From an optimization exercise on the open Yosys and OpenROAD flow, aimed at small area, a short achievable clock period and few clock cycles; shortcuts taken in it are not production practice.
In this exercise RTL edits were held to simulation tests only and were not proved equivalent to the original.

===== flow/config.mk =====
export PLATFORM = sky130hd
export DESIGN_NAME = tri_raster_seq
export DESIGN_NICKNAME = tri_raster_seq
export VERILOG_FILES = /design/flow/design.v
export SDC_FILE = /design/flow/constraint.sdc
export NUM_CORES = 4
export LEC_CHECK = 0
export CAP_MARGIN = 20
export CORE_MARGIN = 2
export CORE_UTILIZATION = 40
export PLACE_DENSITY = 0.6
export SLEW_MARGIN = 20

===== flow/constraint.sdc =====
create_clock -name core_clock -period 11.0 [get_ports {clk}]
set_input_delay 2.2000 -clock core_clock [delete_from_list [all_inputs] [get_ports {clk}]]
set_output_delay 2.2000 -clock core_clock [all_outputs]
set_load 0.01 [all_outputs]

===== flow/design.v =====
module tri_raster_seq #(
    parameter int CW = 12
) (
    input  logic            clk,
    input  logic            rst,
    input  logic            tri_valid,
    output logic            tri_ready,
    input  logic [CW-1:0]   ptAX,
    input  logic [CW-1:0]   ptAY,
    input  logic [CW-1:0]   ptBX,
    input  logic [CW-1:0]   ptBY,
    input  logic [CW-1:0]   pt3X,
    input  logic [CW-1:0]   pt3Y,
    output logic            pix_valid,
    input  logic            pix_ready,
    output logic [CW-1:0]   pix_x,
    output logic [CW-1:0]   pix_y,
    output logic            done,
    output logic [2*CW:0]   pix_count
);
    typedef enum logic [2:0] {IDLE, SETUP, EVAL0, EVAL1, EVAL2, EMIT, DONE} state_t;
    state_t state_q, state_d;
    logic [5:0][CW-1:0] vtx_q, vtx_d;
    logic [CW-1:0] xmin_q, xmin_d, xmax_q, xmax_d, ymin_q, ymin_d, ymax_q, ymax_d;
    logic [CW-1:0] cur_x_q, cur_x_d, cur_y_q, cur_y_d;
    logic [2*CW:0] cnt_q, cnt_d;
    logic any_neg_q, any_neg_d, any_neg_now;
    logic [CW-1:0] px, py, qx, qy;
    logic signed [CW:0] dtx, dty, dpx, dpy;
    logic signed [2*CW+1:0] prod0, prod1;
    logic signed [2*CW+2:0] e;
    logic covered, adv;
    function automatic logic [CW-1:0] min3(input logic [CW-1:0] a, b, c);
        logic [CW-1:0] m;
        m = (a < b) ? a : b;
        min3 = (m < c) ? m : c;
    endfunction
    function automatic logic [CW-1:0] max3(input logic [CW-1:0] a, b, c);
        logic [CW-1:0] m;
        m = (a > b) ? a : b;
        max3 = (m > c) ? m : c;
    endfunction
    always_comb begin
        px = (state_q == EVAL0) ? vtx_q[0] : (state_q == EVAL1) ? vtx_q[2] : vtx_q[4];
        py = (state_q == EVAL0) ? vtx_q[1] : (state_q == EVAL1) ? vtx_q[3] : vtx_q[5];
        qx = (state_q == EVAL0) ? vtx_q[2] : (state_q == EVAL1) ? vtx_q[4] : vtx_q[0];
        qy = (state_q == EVAL0) ? vtx_q[3] : (state_q == EVAL1) ? vtx_q[5] : vtx_q[1];
        dtx = $signed({1'b0, cur_x_q}) - $signed({1'b0, qx});
        dty = $signed({1'b0, cur_y_q}) - $signed({1'b0, qy});
        dpx = $signed({1'b0, px}) - $signed({1'b0, qx});
        dpy = $signed({1'b0, py}) - $signed({1'b0, qy});
        prod0 = (2*CW+2)'(dtx) * (2*CW+2)'(dpy);
        prod1 = (2*CW+2)'(dpx) * (2*CW+2)'(dty);
        e = (2*CW+3)'(prod0) - (2*CW+3)'(prod1);
        any_neg_now = e[2*CW+2] | (any_neg_q & (state_q != EVAL0));
        covered = !any_neg_now;
    end
    always_comb begin
        state_d = state_q;
        vtx_d = vtx_q;
        xmin_d = xmin_q;
        xmax_d = xmax_q;
        ymin_d = ymin_q;
        ymax_d = ymax_q;
        cur_x_d = cur_x_q;
        cur_y_d = cur_y_q;
        cnt_d = cnt_q;
        any_neg_d = any_neg_q;
        adv = 1'b0;
        if (state_q == EVAL0 || state_q == EVAL1 || state_q == EVAL2) begin
            any_neg_d = any_neg_now;
        end
        case (state_q)
            IDLE: if (tri_valid) begin
                vtx_d = {pt3Y, pt3X, ptBY, ptBX, ptAY, ptAX};
                cnt_d = '0;
                state_d = SETUP;
            end
            SETUP: begin
                xmin_d = min3(vtx_q[0], vtx_q[2], vtx_q[4]);
                xmax_d = max3(vtx_q[0], vtx_q[2], vtx_q[4]);
                ymin_d = min3(vtx_q[1], vtx_q[3], vtx_q[5]);
                ymax_d = max3(vtx_q[1], vtx_q[3], vtx_q[5]);
                cur_x_d = xmin_d;
                cur_y_d = ymin_d;
                state_d = EVAL0;
            end
            EVAL0: state_d = EVAL1;
            EVAL1: state_d = EVAL2;
            EVAL2: begin
                state_d = EMIT;
                adv = !covered;
            end
            EMIT: if (pix_ready) begin
                cnt_d = cnt_q + (2*CW+1)'(1);
                adv = 1'b1;
            end
            DONE: state_d = IDLE;
            default: state_d = IDLE;
        endcase
        if (adv) begin
            if (cur_x_q < xmax_q) begin
                cur_x_d = cur_x_q + CW'(1);
                state_d = EVAL0;
            end else if (cur_y_q < ymax_q) begin
                cur_x_d = xmin_q;
                cur_y_d = cur_y_q + CW'(1);
                state_d = EVAL0;
            end else begin
                state_d = DONE;
            end
        end
    end
    always_ff @(posedge clk) begin
        if (rst) begin
            state_q <= IDLE;
            vtx_q <= '0;
            xmin_q <= '0;
            xmax_q <= '0;
            ymin_q <= '0;
            ymax_q <= '0;
            cur_x_q <= '0;
            cur_y_q <= '0;
            cnt_q <= '0;
            any_neg_q <= 1'b0;
        end else begin
            state_q <= state_d;
            vtx_q <= vtx_d;
            xmin_q <= xmin_d;
            xmax_q <= xmax_d;
            ymin_q <= ymin_d;
            ymax_q <= ymax_d;
            cur_x_q <= cur_x_d;
            cur_y_q <= cur_y_d;
            cnt_q <= cnt_d;
            any_neg_q <= any_neg_d;
        end
    end
    assign tri_ready = (state_q == IDLE);
    assign pix_valid = (state_q == EMIT);
    assign done = (state_q == DONE);
    assign pix_x = cur_x_q;
    assign pix_y = cur_y_q;
    assign pix_count = cnt_q;
endmodule

===== flow/run.sh =====
#!/bin/bash
# synth_recipe.tcl (not shown) runs the flow's synth.tcl, then flattens the netlist and writes it again
# the make line also repeats each setting of config.mk as NAME=value (left out here)
make -C /OpenROAD-flow-scripts/flow DESIGN_CONFIG=/design/flow/config.mk WORK_HOME=/design/flow/orfs CLKGATE_MAP_FILE= SYNTH_SCRIPT=/design/flow/synth_recipe.tcl finish

==> results.txt <==
[final timing paths]
kind	endpoint	slack, ps	depth (start not counted)
max	cur_y_q[5]	700	38
min	xmax_q[4]	450	2
max reg2reg	cur_y_q[5]	700	38
min reg2reg	xmax_q[4]	450	2
[timing repair]
action | in CTS | in global routing
cloned | 0 | 0
resized for setup | 1 | 7
endpoints found under the setup margin | 5 | 27
hold buffers | 0 | 0
[per-stage QoR]
stage | instances | worst slack (ps) | hold slack [ps] | util [%]
floorplan | 3077 | 488 | 432 | -
finish | 4034 | 699 | 451 | 45.2
global route | 4034 | 2.24 | 465 | 45.2
detailed placement | 4002 | 8.34 | 445 | 44.1
global placement | 4002 | 175 | 439 | 44.1
CTS | 4034 | 71.8 | 455 | 45.1
[final cells by class]
cell class | instances | area, um2 | area share, %
clock buffer | 18 | 429 | 1.48
clock inverter | 14 | 168 | 0.577
inverter | 542 | 2030 | 7.00
multi-input combinational | 2258 | 20400 | 70.2
sequential | 161 | 3230 | 11.1
tap | 855 | 1070 | 3.68
timing repair buffer | 186 | 1720 | 5.93
[sequential cells by signal (all words and copies together) (netlist names)]
register and count:
vtx_q 72, cur_y_q 12, xmax_q 12, cur_x_q 12, cnt_q 25, state_q 3
any_neg_q 1, xmin_q 12, ymax_q 12
[critical path, delay by kind of cell, from the launching register on]
kind | cells | cell delay (ps)
adders and majority gates | 10 | 4330
AOI/OAI and AO/OA | 12 | 2740
buffers and inverters | 9 | 1110
and+or+nand+nor | 5 | 920
DFF | 1 | 550
muxes | 1 | 250
xor gates and xnor gates | 1 | 230
[routing by layer]
metal / track usage (%) / part of all wire (%)
met1: 30.5 / 46
met2: 37.8 / 48
met3: 2.21 / 4.3
met4: 4.55 / 1.6
met5: 0 / 0
[cell families (layout without fill, tap and decap cells)]
| logic type | Yosys count | after routing | share of synthesized area (%) |
|---|---|---|---|
| DFF | 161 | 161 | 12.4 |
| buffers and inverters | 658 | 760 | 9.53 |
| AOI/OAI and AO/OA | 400 | 400 | 9.50 |
| xor gates and xnor gates | 105 | 105 | 3.59 |
| muxes | 139 | 139 | 5.66 |
| and+or+nand+nor | 965 | 965 | 16.9 |
| adders and majority gates | 649 | 649 | 42.4 |
[layout by cell type (no fill, tap or decap), types with 5 or more instances in the layout]
cell,instances
a211o_1,5
nand4_1,18
nand3_1,41
o21ai_0,76
o21a_1,9
o31ai_1,13
buf_4,59
clkbuf_16,17
nand2b_1,65
nor3b_1,11
and4_1,5
or3_1,15
nor2b_1,39
mux2i_1,82
fa_1,391
nor3_1,46
o2111ai_1,9
a211oi_1,7
nor2_1,225
xnor2_2,5
nand2_1,411
or2_2,18
and3_1,18
clkdlybuf4s50_1,126
ha_1,252
a31oi_1,10
nand3b_1,10
xnor2_1,55
o211ai_1,10
inv_1,541
a221oi_1,6
dfxtp_1,160
and2_1,26
mux2_2,56
a21oi_1,168
xor2_1,44
o221ai_1,10
a21o_1,22
==> results.cfg <==
[run_status]
status = complete, no violations

[yosys]
synth_area_um2 = 26000
ys_seq_elements = 161
synth_nets = 3796
ys_types = 77
syn_area_per_cell_um2 = 8.46
yosysTopAreaCell = fa_1
yosys_warnings = 1
synth_area_leaders = fa_1, dfxtp_1, ha_1
yosysSeqAreaShare_pct = 12.4
synth_top_area_share_pct = 30.1
synth.most_common_cell = inv_1
ys_top_cells_by_count = inv_1, nand2_1, fa_1, ha_1, nor2_1
synthCells = 3077
synth_edf_count = 0
synthFlopType = dfxtp_1
async_reset_ff_share_pct = 0

[routing]
antenna_left = 0
firstDrtPassIters = 7
dr_total_vias = 20900
drcViolationCount = 0
drt_iter0_drc = 1264
viasPerCell = 5.18
wire_per_inst_um = 18.0
wl_um = 72800

[min_path]
hp-class = reg -> reg
hold_start = xmax_q[4]

[sta]
slew_viol_final = 0
fmax_ghz = 0.0971
period_minus_slack_ps = 10300
rsz0062_at_grt = no
finClkSkew_ps = 10.8
tightestPinTransition_ps = 1080
final.setup.tns_ps = 0
report.final.hold_viol_count = 0
period_share_pct = 93.6
timing.slew.headroom_pct = 27.7
setup_viol = 0

[worst_setup_path]
slowest_delay_ps = 620
slowest_stage = fa_1
crit-reg2reg-launch = state_q[1]
path_common_cell = fa_1
startpoint_type = flop
endpoint_kind = flop
worst_ep_arrival_time_ps = 10600
path_max_fanout = 27
cp.required_ps = 11300
setup.worst_path.start = state_q[1]
path_class = reg -> reg

[clock_network]
cts_root_buf = clkbuf_16
numCtsBuffers = 17
cts.sinks = 161
post_cts_buffers = 0
clock_latency_ps = 450
path_clk_slew_ps = 70
clk_path_buf_depth = 2
cts_htree_levels = 4
cts_tree = done

[die]
core_region_area_um2 = 64300
initial_utilization_pct = 40.5
ios = 128
rows = 93
design.die.area_um2 = 67200
die_x_um = 259
die_h_um = 259

[place]
gp_congestion = 0.927
detailed_place_hpwl_um = 62000
port_buffers = 127
place_area_um2 = 28400

[layout]
antenna_cells = 0
stdcell_area_um2 = 29100
fin_nets = 3885
syn_to_final_growth_pct = 11.7
nFillCells = 6368
drive_gt1_share_pct = 6.17

[global_routing]
grt_pass1_vias = 21200
grt_util_all_layers_pct = 22.1
grt_max_degree = 86
gr-total-overflow = 0
antenna_found_initial = 0
grt_pass1_wl_um = 118000

[job]
drv_cap = 0
Testbench counts, summed over its fixed seeds: cycles 298,043.

-- port drivers added, routing unchanged --
How much do the figures lean on ideal ports? The routed layout below was timed once more, with nothing changed but the port constraints. Step 1 assumes that a clkbuf_16 drives the clock port and a buf_2 every other input. Step 2 adds t to the input delays and takes it off the output delays; t is the mean of the earliest and latest rising clock arrival at the registers after step 1. Input paths then give back, and output paths get back, about the clock's delay inside the block. Three values: ideal ports, drivers, drivers and shift; two values: the first two.
shift t [ns]: 0.494
setup slack, ns: 0.699 / 0.699 / 0.699
worst setup path at the end: register to register
clock arrival spread, ns: 0.014 / 0.015
After both steps setup and hold are still met in this run. For this run, drivers alone change the setup slack by 0.000 ns; drivers and shift together by 0.000 ns.
